Context: an optimization exercise on an open-source flow, tuned for small area, a short achievable clock period and few clock cycles per item. The choices shown serve that exercise and are no tape-out recipe. In this exercise RTL edits were held to simulation tests only and were not proved equivalent to the original. Power and IR drop assume default switching activity.

==> flow/design.v (excerpt) <==
module servo_slew_limited_pwm_top #(
  parameter int CHANNELS = 5
) (
  input  logic               clk,
  input  logic               rst_n,
  input  logic               in_valid,
  output logic               in_ready,
  input  logic               in_op,
  input  logic [2:0]         in_channel,
  input  logic signed [11:0] in_target_pos,
  input  logic [11:0]        in_step_limit,
  input  logic               in_enable_req,
  input  logic [4:0]         in_pins_low,
  output logic               out_valid,
  input  logic               out_ready,
  output logic [2:0]         out_channel,
  output logic               out_pwm_write,
  output logic [11:0]        out_pwm_value,
  output logic               out_last,
  input  logic               cfg_we,
  input  logic [1:0]         cfg_index,
  input  logic [11:0]        cfg_wdata
);
  logic [11:0] gain_r;
  logic [11:0] mid_r;
  logic [2:0]  n_r;       
  always_ff @(posedge clk) begin
    if (!rst_n) begin
      gain_r <= sslp_pkg::GAIN_RST;
      mid_r  <= sslp_pkg::MID_RST;
      n_r    <= sslp_pkg::CHAN_USE_RST;
    end else if (cfg_we) begin
      case (cfg_index)
        sslp_pkg::CFG_PULSE_GAIN: gain_r <= cfg_wdata;
        sslp_pkg::CFG_PULSE_MID:  mid_r  <= cfg_wdata;
        sslp_pkg::CFG_CHAN_USE:   n_r    <= (cfg_wdata[2:0] > 3'd5) ? 3'd5 : cfg_wdata[2:0];
        default: ;
      endcase
    end
  end
  logic [2:0] h;   
  always_ff @(posedge clk) begin
    if (!rst_n)       h <= 3'd0;
    else if (h == 3'd4) h <= 3'd0;
    else              h <= h + 3'd1;
  end
  logic               q0_v, q0_op, q0_en, q0_pre;    
  logic [2:0]         q0_ch;
  logic signed [11:0] q0_tgt;
  logic [5:0]         q0_lq;
  logic [6:0]         q0_llo;
  logic               q1_v, q1_op, q1_en;
  logic [2:0]         q1_ch;
  logic signed [11:0] q1_tgt;
  logic [5:0]         q1_lq;
  logic [6:0]         q1_llo;
  logic signed [11:0] tgt_sat;
  logic [15:0]        lim_x;
  logic [6:0]         in_llo;
  always_comb begin
    if (in_target_pos > sslp_pkg::TARGET_MAX)      tgt_sat = sslp_pkg::TARGET_MAX;
    else if (in_target_pos < sslp_pkg::TARGET_MIN) tgt_sat = sslp_pkg::TARGET_MIN;
    else                                           tgt_sat = in_target_pos;
  end
  ...
Size in the first run: roughly 400 flip-flops.
make LEC_CHECK=0 CAP_MARGIN=20 CORE_MARGIN=2 CORE_UTILIZATION=55 CTS_BUF_LIST=sky130_fd_sc_hd__clkbuf_8 CTS_CLUSTER_DIAMETER=60 CTS_CLUSTER_SIZE=20 SETUP_SLACK_MARGIN=5 SLEW_MARGIN=20 finish   # period 11.0 ns
run.sh (not shown) runs the stock make flow with config.mk's settings and CLKGATE_MAP_FILE= SYNTH_SCRIPT=/design/flow/synth_recipe.tcl, a recipe that flattens the netlist after the stock synthesis.
Testbench counts at the start, summed over its fixed seeds: cycles 9,884, items 9,600.
Change:
==> flow/flow/run.sh (new file) <==
#!/bin/bash
set -euo pipefail
bash standard.sh SETUP_SLACK_MARGIN=6 finish > standard.log 2>&1
==> flow/standard.sh (new file) <==
#!/bin/bash
# synth_recipe.tcl (not shown) runs the flow's synth.tcl, then flattens the netlist and writes it again
# the make line also repeats each setting of config.mk as NAME=value (left out here)
make -C /OpenROAD-flow-scripts/flow DESIGN_CONFIG=/design/flow/config.mk WORK_HOME=/design/flow/orfs CLKGATE_MAP_FILE= SYNTH_SCRIPT=/design/flow/synth_recipe.tcl "${@:-finish}"
- CTS_BUF_LIST: sky130_fd_sc_hd__clkbuf_8 -> not set
- CTS_CLUSTER_DIAMETER: 60 -> 100
- CTS_CLUSTER_SIZE: 20 -> 30
- SETUP_SLACK_MARGIN: 5 -> not set
removed: flow/run.sh
After rerunning:
- global-route usage rose by 1.3 points
- routed wire length rose by 13%
- total power rose by 11%
- maximum frequency rose by about 4%
- synthesized area does not change
- design area rose by 9.6%
- critical path depth rose by 1
- clock power fell by 6.0%
Change:
==> flow/run.sh (new file) <==
#!/bin/bash
# synth_recipe.tcl (not shown) runs the flow's synth.tcl, then flattens the netlist and writes it again
# the make line also repeats each setting of config.mk as NAME=value (left out here)
make -C /OpenROAD-flow-scripts/flow DESIGN_CONFIG=/design/flow/config.mk WORK_HOME=/design/flow/orfs CLKGATE_MAP_FILE= SYNTH_SCRIPT=/design/flow/synth_recipe.tcl finish
- SETUP_SLACK_MARGIN: not set -> 5
removed: flow/flow/run.sh
removed: flow/standard.sh
=> Maximum frequency came out lower by about 4%. Sequential share of layout area increases by 3.3 points. Via count is lower by about 5.4%. Synthesized cell count stays the same. Cell area went down by about 10%.
Change:
- ABC_CLOCK_PERIOD_IN_PS: not set -> 5000
- CORE_UTILIZATION: 55 -> 40
- CTS_CLUSTER_DIAMETER: 100 -> not set
- CTS_CLUSTER_SIZE: 30 -> not set
Result: Flip-flop and latch count stays the same. Count of clock-buffer cells in the layout climbs by 32. Critical path depth climbs by 1.
Change:
- ABC_CLOCK_PERIOD_IN_PS: 5000 -> not set
- CORE_UTILIZATION: 40 -> 55
Result: Total power decreases by about 0.5%; routed wire length falls by about 1.9%; via count came out lower by 1.5%; non-clock buffer count decreases by 16; die area goes down by about 27%; critical path depth went down by 2; worst setup slack improved by 52 ps; clock power is about the same.

* * *

== job 8504 ==
Starting RTL as in the previous note.
clock: 11.0 ns
lec_check: 0
cap_margin: 20
core_margin: 2
core_utilization: 40
setup_slack_margin: 4
slew_margin: 20
Stock flow here: none of the scripts above is used.
Testbench counts of job 8504, summed over its fixed seeds: cycles 9,884, items 9,600.
Setup changes, job 8504 to job 4151
Settings: SETUP_SLACK_MARGIN now 5, was 4; CORE_UTILIZATION now 55, was 40; TNS_END_PERCENT now 0, previously not set.
[summary]
Comparing maximum frequency for job 8504 and job 4151, the smaller number came from job 8504.
Looking at post-layout utilization of the core across job 8504 and job 4151, the one that comes out lower is job 8504.
Looking at estimated wirelength of the detail-placed design, job 4151 sits 2.1% below job 8504.
Clock insertion delay at the later pin of the skew report: job 8504 vs job 4151, no meaningful difference
Diff job 8504 -> job 4151 | number of fillers in the final layout | down by more than a quarter
> inputs changed (job 4151 -> job 8278)
Settings: CORE_UTILIZATION: 55 -> 65; TNS_END_PERCENT: 0 -> unset.
Relative to job 4151, logic gate share of total power has increased by 1.2 points in job 8278. Of job 8278 and job 4151, the run reporting the higher filler-free cell count of the finished design was job 4151. Every stage of the flow completed for job 8278, and the final layout passed the timing, design-rule and antenna checks. Between job 8278 and job 4151, the static leakage power is lower for job 4151.
What job 5009 does differently from job 8278 at the input level:
Settings: SETUP_SLACK_MARGIN no longer set, was 5; CTS_CLUSTER_SIZE now 30, previously not set; CTS_CLUSTER_DIAMETER now 100, previously not set; CORE_UTILIZATION now 55, was 65.
==> flow/flow/run.sh (new file) <==
#!/bin/bash
set -euo pipefail
bash standard.sh SETUP_SLACK_MARGIN=6.5 finish > standard.log 2>&1
==> flow/standard.sh (new file) <==
#!/bin/bash
# synth_recipe.tcl (not shown) runs the flow's synth.tcl, then flattens the netlist and writes it again
# the make line also repeats each setting of config.mk as NAME=value (left out here)
make -C /OpenROAD-flow-scripts/flow DESIGN_CONFIG=/design/flow/config.mk WORK_HOME=/design/flow/orfs CLKGATE_MAP_FILE= SYNTH_SCRIPT=/design/flow/synth_recipe.tcl "${@:-finish}"
removed: flow/run.sh
--- outcome ---
Job 5009 completed end to end with timing, DRC and antenna clean.
Compared with job 8278, job 5009 is the more power-hungry design.
Diff job 8278 and job 5009: endpoint arrival time on the critical path lower in job 5009
Job 8278 -> job 5009: share of flip-flops with an asynchronous set or reset after synthesis delta 0, exact match
Diff job 8278 -> job 5009: cell total after placement grew by about 4%; sequential share of layout area shrank by 4.1 points.
Taking job 5009 over job 8278, the post-detailed-routing wire length ratio works out to 1.18.

-- what the ideal ports hide --
The results above use ideal ports. As a check the final layouts listed here were re-extracted and re-timed, cells and wires unchanged.
Step 1, drivers: a clkbuf_16 drives clk and a buf_2 each remaining input, both assumed.
Step 2 also shifts input and output timing later by t, the mid clock arrival at the registers, as if the neighbouring blocks saw the same clock.
Three values: ideal, step 1, step 2; two values: the first two.
run | t, ns | slack for setup (ns) | worst setup path after step 2
the first run of note 1 | 0.684 | 5.222 / 5.222 / 5.222 | register to register
the second run of note 1 | 0.617 | 5.448 / 5.448 / 5.448 | register to register
the third run of note 1 | 0.615 | 5.219 / 5.219 / 5.219 | register to register
the fourth run of note 1 | 0.641 | 5.247 / 5.247 / 5.247 | register to register
the fifth run of note 1 | 0.637 | 5.298 / 5.298 / 5.298 | register to register
job 8504 | 0.640 | 4.476 / 4.476 / 4.476 | register to register
job 4151 | 0.638 | 5.020 / 5.020 / 5.020 | register to register
job 8278 | 0.630 | 5.227 / 5.227 / 5.227 | register to register
job 5009 | 0.612 | 5.497 / 5.497 / 5.497 | register to register
After both steps setup and hold are still met in every run listed.
